Source: an optimization exercise on an open RTL-to-GDS flow (aim: small area, a short achievable clock period and few clock cycles). Production flows keep margins and buffers that such runs may drop.

Setup of maple:
==> module qsim_ctrl, before the edit <==
module qsim_ctrl #(
  parameter int MAX_QUBITS = 4,
  parameter int MAX_GATES  = 4,
  localparam int MAX_N = 2 ** MAX_QUBITS,
  localparam int IN_AW = $clog2(MAX_N + 1),
  localparam int GT_AW = $clog2(MAX_GATES * MAX_N * MAX_N),
  localparam int SP_AW = MAX_QUBITS + 1
) (
  input  logic                  clk,
  input  logic                  reset_n,
  input  logic                  dut_valid,
  output logic                  dut_ready,
  output logic [IN_AW-1:0]      q_state_input_sram_read_address,
  input  qsim_pkg::word_t       q_state_input_sram_read_data,
  output logic [GT_AW-1:0]      q_gates_sram_read_address,
  output logic [SP_AW-1:0]      scratchpad_sram_read_address,
  output logic [MAX_QUBITS-1:0] n_m1,
  output logic [2:0]            m_reg,
  output logic                  use_in,
  output logic                  use_in_n,
  output logic [3:0]            acc_first,
  output logic                  row_done,
  input  logic                  job_done
);
  logic                  busy;
  logic                  job_active;
  logic                  job_active_nx;
  logic [GT_AW-1:0]      gate_addr_n;
  logic [GT_AW-1:0]      gate_addr_nx;
  logic                  hdr;
  logic [2:0]            q_reg;
  logic [MAX_QUBITS-1:0] col;
  logic [MAX_QUBITS-1:0] row;
  logic [2:0]            gate;
  logic [2:0]            stall;
  logic                  start;
  logic                  issue;
  logic                  row_end;
  logic                  gate_end;
  logic                  last_gate;
  logic                  first_t;
  logic [MAX_QUBITS-1:0] col_nx;
  logic [2:0]            gate_nx;
  logic [1:0]            f_p;
  logic [1:0]            f_n;
  logic [3:0]            f_o;
  logic [3:0]            last_d;
  assign n_m1 = ~({MAX_QUBITS{1'b1}} << q_reg);
  assign start     = !job_active && dut_valid && reset_n;
  assign job_active_nx = (job_active || start) && !job_done;
  assign issue     = busy && (stall == '0);
  assign row_end   = (col == n_m1) && !hdr;
  assign gate_end  = row_end && (row == n_m1);
  assign last_gate = (gate == m_reg - 1'b1);
  assign first_t   = issue && (col == '0);
  assign col_nx  = row_end ? '0 : col + 1'b1;
  always_comb
  begin
    gate_addr_nx = ~gate_addr_n;
    if (start)
      gate_addr_nx = '0;
    else if (issue)
      gate_addr_nx = (gate_end && last_gate) ? '0 : ~gate_addr_n + 1'b1;
    else if (!busy)
      gate_addr_nx = '0;
  end
  assign gate_nx = gate_end ? gate + 1'b1 : gate;
  always_ff @(posedge clk or negedge reset_n)
  begin
    if (!reset_n)
    begin
      job_active                      <= 1'b0;
      busy                            <= 1'b0;
      hdr                             <= 1'b0;
      q_reg                           <= '0;
      m_reg                           <= '0;
      col                             <= '0;
      row                             <= '0;
      gate                            <= '0;
      stall                           <= '0;
      last_d                          <= '0;
    end
    else
    begin
      last_d <= {last_d[2:0], issue && row_end};
      job_active <= job_active_nx;
      if (hdr)
      begin
        q_reg <= q_state_input_sram_read_data[qsim_pkg::WORD_W/2 +: 3];
        m_reg <= q_state_input_sram_read_data[0 +: 3];
      end
      if (start)
      begin
        busy <= 1'b1;
        hdr  <= 1'b1;
      end
      else if (issue)
      begin
        hdr <= 1'b0;
        col <= col_nx;
        if (row_end)
          row <= gate_end ? '0 : row + 1'b1;
        gate <= gate_nx;
        if (gate_end)
        begin
          if (last_gate)
          begin
            busy <= 1'b0;
            gate <= '0;
          end
          else
          begin
            stall <= (n_m1 == 4'd1) ? 3'd4 : (n_m1 == 4'd3) ? 3'd2 : 3'd0;
          end
        end
      end
      else if (busy)
      begin
        stall <= stall - 1'b1;
      end
    end
  end
  always_ff @(posedge clk)
  begin
    f_p <= {f_p[0], first_t};
    f_n <= {f_n[0], ~first_t};
    f_o <= {~f_p[1], f_p[1], f_n[1], ~f_n[1]};
    use_in   <= (gate == '0);
    use_in_n <= (gate != '0);
  end
  always_ff @(posedge clk)
  begin
    dut_ready <= !job_active_nx;
    gate_addr_n               <= ~gate_addr_nx;
    q_gates_sram_read_address <= gate_addr_nx;
    if (start)
    begin
      q_state_input_sram_read_address <= IN_AW'(1);
    end
    else if (issue)
    begin
      q_state_input_sram_read_address <= IN_AW'(col_nx) + IN_AW'(1);
      scratchpad_sram_read_address    <= {~gate_nx[0], col_nx};
      if (gate_end && last_gate)
        q_state_input_sram_read_address <= '0;
    end
    else if (!busy)
    begin
      q_state_input_sram_read_address <= '0;
    end
  end
  assign acc_first = {~f_o[3], f_o[2], ~f_o[1], f_o[0]};
  assign row_done  = last_d[3];
endmodule
clock: 12.0 ns
lec_check: 0
cap_margin: 20
core_margin: 2
core_utilization: 60
slew_margin: 20
standard.sh (not shown) runs the stock make flow with config.mk's settings and CLKGATE_MAP_FILE= SYNTH_SCRIPT=/design/flow/synth_recipe.tcl, a recipe that flattens the netlist after the stock synthesis.
==> flow/flow/run.sh <==
#!/bin/bash
# Own layout flow: the standard ORFS flow (standard.sh) at the design's
# clock period and constraints, with these changes in how the layout is made:
#  * after the standard synthesis, flow/fa_polarity.py removes inverters
#    between full-adder cells (a full adder with all inputs and outputs
#    complemented is the same cell); registers are untouched;
#  * timing repair aims for SETUP_SLACK_MARGIN ns of setup slack, worst path
#    only (TNS_END_PERCENT 0), so the resizer works on the paths that set the
#    achieved period;
#  * port buffers are buf_2 instead of the default pick;
#  * clock tree synthesis adds no dummy loads.
# Each step's full output goes to its own log file in this folder.
set -euo pipefail

export SETUP_SLACK_MARGIN=${SETUP_SLACK_MARGIN:-9.0}
export TNS_END_PERCENT=0
export BUFFER_PORTS_ARGS="-buffer_cell sky130_fd_sc_hd__buf_2"
export CTS_ARGS="-sink_clustering_enable -repair_clock_nets -dont_use_dummy_load"

RES=$(pwd)/orfs/results/$FLOW_PLATFORM/qsim_top/base

bash standard.sh "$RES/1_2_yosys.v" > log_synth.txt 2>&1
cp "$RES/1_2_yosys.v" 1_2_yosys_standard.v
python3 flow/fa_polarity.py 1_2_yosys_standard.v "$RES/1_2_yosys.v" > log_fa_polarity.txt 2>&1
bash standard.sh synth > log_synth_odb.txt 2>&1
bash standard.sh floorplan > log_floorplan.txt 2>&1
bash standard.sh place > log_place.txt 2>&1
bash standard.sh cts > log_cts.txt 2>&1
bash standard.sh route > log_route.txt 2>&1
bash standard.sh finish > log_finish.txt 2>&1
test -s out/final.def
Other scripts of this flow, unchanged in this note and not shown: flow/flow/fa_polarity.py
Input changes introduced in garnet (baseline for comparison: maple):
--- a/flow/design.v
+++ b/flow/design.v
@@ -34,12 +34,10 @@
   input  logic                  job_done
 );
   logic                  busy;
   logic                  job_active;
   logic                  job_active_nx;
-  logic [GT_AW-1:0]      gate_addr_n;
-  logic [GT_AW-1:0]      gate_addr_nx;
   logic                  hdr;
   logic [2:0]            q_reg;
   logic [MAX_QUBITS-1:0] col;
   logic [MAX_QUBITS-1:0] row;
   logic [2:0]            gate;
@@ -55,28 +53,18 @@
   logic [1:0]            f_p;
   logic [1:0]            f_n;
   logic [3:0]            f_o;
   logic [3:0]            last_d;
   assign n_m1 = ~({MAX_QUBITS{1'b1}} << q_reg);
-  assign start     = !job_active && dut_valid && reset_n;
+  assign start     = dut_ready && dut_valid && reset_n;
   assign job_active_nx = (job_active || start) && !job_done;
   assign issue     = busy && (stall == '0);
   assign row_end   = (col == n_m1) && !hdr;
   assign gate_end  = row_end && (row == n_m1);
   assign last_gate = (gate == m_reg - 1'b1);
   assign first_t   = issue && (col == '0);
   assign col_nx  = row_end ? '0 : col + 1'b1;
-  always_comb
-  begin
-    gate_addr_nx = ~gate_addr_n;
-    if (start)
-      gate_addr_nx = '0;
-    else if (issue)
-      gate_addr_nx = (gate_end && last_gate) ? '0 : ~gate_addr_n + 1'b1;
-    else if (!busy)
-      gate_addr_nx = '0;
-  end
   assign gate_nx = gate_end ? gate + 1'b1 : gate;
   always_ff @(posedge clk or negedge reset_n)
   begin
     if (!reset_n)
     begin
@@ -87,15 +75,25 @@
       m_reg                           <= '0;
       col                             <= '0;
       row                             <= '0;
       gate                            <= '0;
       stall                           <= '0;
+      use_in                          <= 1'b0;
+      use_in_n                        <= 1'b1;
+      f_p                             <= '0;
+      f_n                             <= '1;
+      f_o                             <= 4'b1010;
       last_d                          <= '0;
     end
     else
     begin
+      f_p    <= {f_p[0], first_t};
+      f_n    <= {f_n[0], ~first_t};
+      f_o    <= {~f_p[1], f_p[1], f_n[1], ~f_n[1]};
       last_d <= {last_d[2:0], issue && row_end};
+      use_in   <= (gate == '0);
+      use_in_n <= (gate != '0);
       job_active <= job_active_nx;
       if (hdr)
       begin
         q_reg <= q_state_input_sram_read_data[qsim_pkg::WORD_W/2 +: 3];
         m_reg <= q_state_input_sram_read_data[0 +: 3];
@@ -131,35 +129,31 @@
       end
     end
   end
   always_ff @(posedge clk)
   begin
-    f_p <= {f_p[0], first_t};
-    f_n <= {f_n[0], ~first_t};
-    f_o <= {~f_p[1], f_p[1], f_n[1], ~f_n[1]};
-    use_in   <= (gate == '0);
-    use_in_n <= (gate != '0);
-  end
-  always_ff @(posedge clk)
-  begin
     dut_ready <= !job_active_nx;
-    gate_addr_n               <= ~gate_addr_nx;
-    q_gates_sram_read_address <= gate_addr_nx;
     if (start)
     begin
       q_state_input_sram_read_address <= IN_AW'(1);
+      q_gates_sram_read_address       <= '0;
     end
     else if (issue)
     begin
+      q_gates_sram_read_address       <= q_gates_sram_read_address + 1'b1;
       q_state_input_sram_read_address <= IN_AW'(col_nx) + IN_AW'(1);
       scratchpad_sram_read_address    <= {~gate_nx[0], col_nx};
       if (gate_end && last_gate)
+      begin
         q_state_input_sram_read_address <= '0;
+        q_gates_sram_read_address       <= '0;
+      end
     end
     else if (!busy)
     begin
       q_state_input_sram_read_address <= '0;
+      q_gates_sram_read_address       <= '0;
     end
   end
   assign acc_first = {~f_o[3], f_o[2], ~f_o[1], f_o[0]};
   assign row_done  = last_d[3];
 endmodule
--- outcome ---
- Diff maple..garnet | final number of setup-violating endpoints | negligible
- The higher critical path depth came out of maple.
- Measured against each other, maple and garnet differ in global-route usage, the higher figure coming from garnet.
- Diff maple -> garnet | fill cell total of the finished layout | down by a few percent
- Going from maple to garnet, data required time at the worst endpoint was more or less identical, fraction of area in non-clock buffers grew by 1.2 points, number of clock buffers inserted by TritonCTS moved down.
- From maple to garnet the numbers moved as follows: via count went up, routed wire length increased by 6.1% relative to the old numbers.
- Compared garnet vs maple, and area enclosed by the die boundary is down in garnet.
- Maximum frequency: garnet higher than maple
No functional check of the RTL was part of any run of this note.

========
Setup of run X:
qsim_top again, from the RTL that the note above started with.
Settings: LEC_CHECK=0, CAP_MARGIN=20, CORE_MARGIN=2, CORE_UTILIZATION=60, SLEW_MARGIN=20; clock period 12.0 ns.
==> flow/flow/run.sh <==
#!/bin/bash
# Own layout flow: the standard ORFS flow (standard.sh) at the design's
# clock period and constraints, with these changes in how the layout is made:
#  * after the standard synthesis, flow/fa_polarity.py removes inverters
#    between full-adder cells (a full adder with all inputs and outputs
#    complemented is the same cell); registers are untouched;
#  * timing repair aims for SETUP_SLACK_MARGIN ns of setup slack, worst path
#    only (TNS_END_PERCENT 0), so the resizer works on the paths that set the
#    achieved period;
#  * port buffers are buf_2 instead of the default pick;
#  * clock tree synthesis adds no dummy loads.
# Each step's full output goes to its own log file in this folder.
set -euo pipefail

export SETUP_SLACK_MARGIN=${SETUP_SLACK_MARGIN:-8.5}
export TNS_END_PERCENT=0
export BUFFER_PORTS_ARGS="-buffer_cell sky130_fd_sc_hd__buf_2"
export CTS_ARGS="-sink_clustering_enable -repair_clock_nets -dont_use_dummy_load"

RES=$(pwd)/orfs/results/$FLOW_PLATFORM/qsim_top/base

bash standard.sh "$RES/1_2_yosys.v" > log_synth.txt 2>&1
cp "$RES/1_2_yosys.v" 1_2_yosys_standard.v
python3 flow/fa_polarity.py 1_2_yosys_standard.v "$RES/1_2_yosys.v" > log_fa_polarity.txt 2>&1
bash standard.sh synth > log_synth_odb.txt 2>&1
bash standard.sh floorplan > log_floorplan.txt 2>&1
bash standard.sh place > log_place.txt 2>&1
bash standard.sh cts > log_cts.txt 2>&1
bash standard.sh route > log_route.txt 2>&1
bash standard.sh finish > log_finish.txt 2>&1
test -s out/final.def
Other scripts of this flow, unchanged in this note and not shown: flow/flow/fa_polarity.py
The inputs of run Z differ from those of run X as listed below.
diff --git a/flow/design.v b/flow/design.v
--- a/flow/design.v
+++ b/flow/design.v
@@ -33,14 +33,12 @@
   output logic                  row_done,
   input  logic                  job_done
 );
   logic                  busy;
   logic                  job_active;
   logic                  job_active_nx;
-  logic [GT_AW-1:0]      gate_addr_n;
-  logic [GT_AW-1:0]      gate_addr_nx;
   logic                  hdr;
   logic [2:0]            q_reg;
   logic [MAX_QUBITS-1:0] col;
   logic [MAX_QUBITS-1:0] row;
   logic [2:0]            gate;
   logic [2:0]            stall;
@@ -54,30 +52,20 @@
   logic [2:0]            gate_nx;
   logic [1:0]            f_p;
   logic [1:0]            f_n;
   logic [3:0]            f_o;
   logic [3:0]            last_d;
   assign n_m1 = ~({MAX_QUBITS{1'b1}} << q_reg);
-  assign start     = !job_active && dut_valid && reset_n;
+  assign start     = dut_ready && dut_valid && reset_n;
   assign job_active_nx = (job_active || start) && !job_done;
   assign issue     = busy && (stall == '0);
   assign row_end   = (col == n_m1) && !hdr;
   assign gate_end  = row_end && (row == n_m1);
   assign last_gate = (gate == m_reg - 1'b1);
   assign first_t   = issue && (col == '0);
   assign col_nx  = row_end ? '0 : col + 1'b1;
-  always_comb
-  begin
-    gate_addr_nx = ~gate_addr_n;
-    if (start)
-      gate_addr_nx = '0;
-    else if (issue)
-      gate_addr_nx = (gate_end && last_gate) ? '0 : ~gate_addr_n + 1'b1;
-    else if (!busy)
-      gate_addr_nx = '0;
-  end
   assign gate_nx = gate_end ? gate + 1'b1 : gate;
   always_ff @(posedge clk or negedge reset_n)
   begin
     if (!reset_n)
     begin
       job_active                      <= 1'b0;
@@ -86,17 +74,27 @@
       q_reg                           <= '0;
       m_reg                           <= '0;
       col                             <= '0;
       row                             <= '0;
       gate                            <= '0;
       stall                           <= '0;
+      use_in                          <= 1'b0;
+      use_in_n                        <= 1'b1;
+      f_p                             <= '0;
+      f_n                             <= '1;
+      f_o                             <= 4'b1010;
       last_d                          <= '0;
     end
     else
     begin
+      f_p    <= {f_p[0], first_t};
+      f_n    <= {f_n[0], ~first_t};
+      f_o    <= {~f_p[1], f_p[1], f_n[1], ~f_n[1]};
       last_d <= {last_d[2:0], issue && row_end};
+      use_in   <= (gate == '0);
+      use_in_n <= (gate != '0);
       job_active <= job_active_nx;
       if (hdr)
       begin
         q_reg <= q_state_input_sram_read_data[qsim_pkg::WORD_W/2 +: 3];
         m_reg <= q_state_input_sram_read_data[0 +: 3];
       end
@@ -130,37 +128,33 @@
         stall <= stall - 1'b1;
       end
     end
   end
   always_ff @(posedge clk)
   begin
-    f_p <= {f_p[0], first_t};
-    f_n <= {f_n[0], ~first_t};
-    f_o <= {~f_p[1], f_p[1], f_n[1], ~f_n[1]};
-    use_in   <= (gate == '0);
-    use_in_n <= (gate != '0);
-  end
-  always_ff @(posedge clk)
-  begin
     dut_ready <= !job_active_nx;
-    gate_addr_n               <= ~gate_addr_nx;
-    q_gates_sram_read_address <= gate_addr_nx;
     if (start)
     begin
       q_state_input_sram_read_address <= IN_AW'(1);
+      q_gates_sram_read_address       <= '0;
     end
     else if (issue)
     begin
+      q_gates_sram_read_address       <= q_gates_sram_read_address + 1'b1;
       q_state_input_sram_read_address <= IN_AW'(col_nx) + IN_AW'(1);
       scratchpad_sram_read_address    <= {~gate_nx[0], col_nx};
       if (gate_end && last_gate)
+      begin
         q_state_input_sram_read_address <= '0;
+        q_gates_sram_read_address       <= '0;
+      end
     end
     else if (!busy)
     begin
       q_state_input_sram_read_address <= '0;
+      q_gates_sram_read_address       <= '0;
     end
   end
   assign acc_first = {~f_o[3], f_o[2], ~f_o[1], f_o[0]};
   assign row_done  = last_d[3];
 endmodule
 `timescale 1ns/1ps
==> comparison <==
- Per the comparison of run Z with run X, critical path depth increased by 2 relative to the old numbers; global placement routability congestion closely matched the old numbers; number of antenna diodes decreased by 1 relative to the old numbers.
- The run showing the smaller clock latency at the later pin of the worst-skew pair is run X.
- | non-clock buffer count | higher: run Z |
- Clock-buffer cell count came out exactly the same in run Z and run X.
Function was not checked in any run of this note: the RTL went through the layout flow alone.

-- static timing again, ports no longer ideal --
Ports are ideal in the flow. The routed layouts listed here were re-timed in OpenROAD. Step 1 sets driving cells, clkbuf_16 on the clock port and buf_2 on the other inputs (assumed; they add their load-dependent delay and slew). Step 2 also shifts input and output timing later by t, the mid clock arrival at the registers, as if the neighbouring blocks saw the same clock. a / b / c = no drivers / after step 1 / after step 2; a / b = the first two.
run | shift t [ns] | setup slack, ns | worst register clock-pin slew, ns
maple | 0.690 | 8.294 / 8.294 / 7.825 | 0.06 / 0.06
garnet | 0.681 | 8.364 / 8.356 / 7.965 | 0.06 / 0.06
run X | 0.669 | 8.319 / 8.319 / 7.818 | 0.07 / 0.07
run Z | 0.680 | 8.352 / 8.293 / 7.908 | 0.06 / 0.06
After both steps every run listed still meets setup and hold. For run X, which loses most, drivers alone change the setup slack by 0.000 ns; drivers and shift together by -0.501 ns.
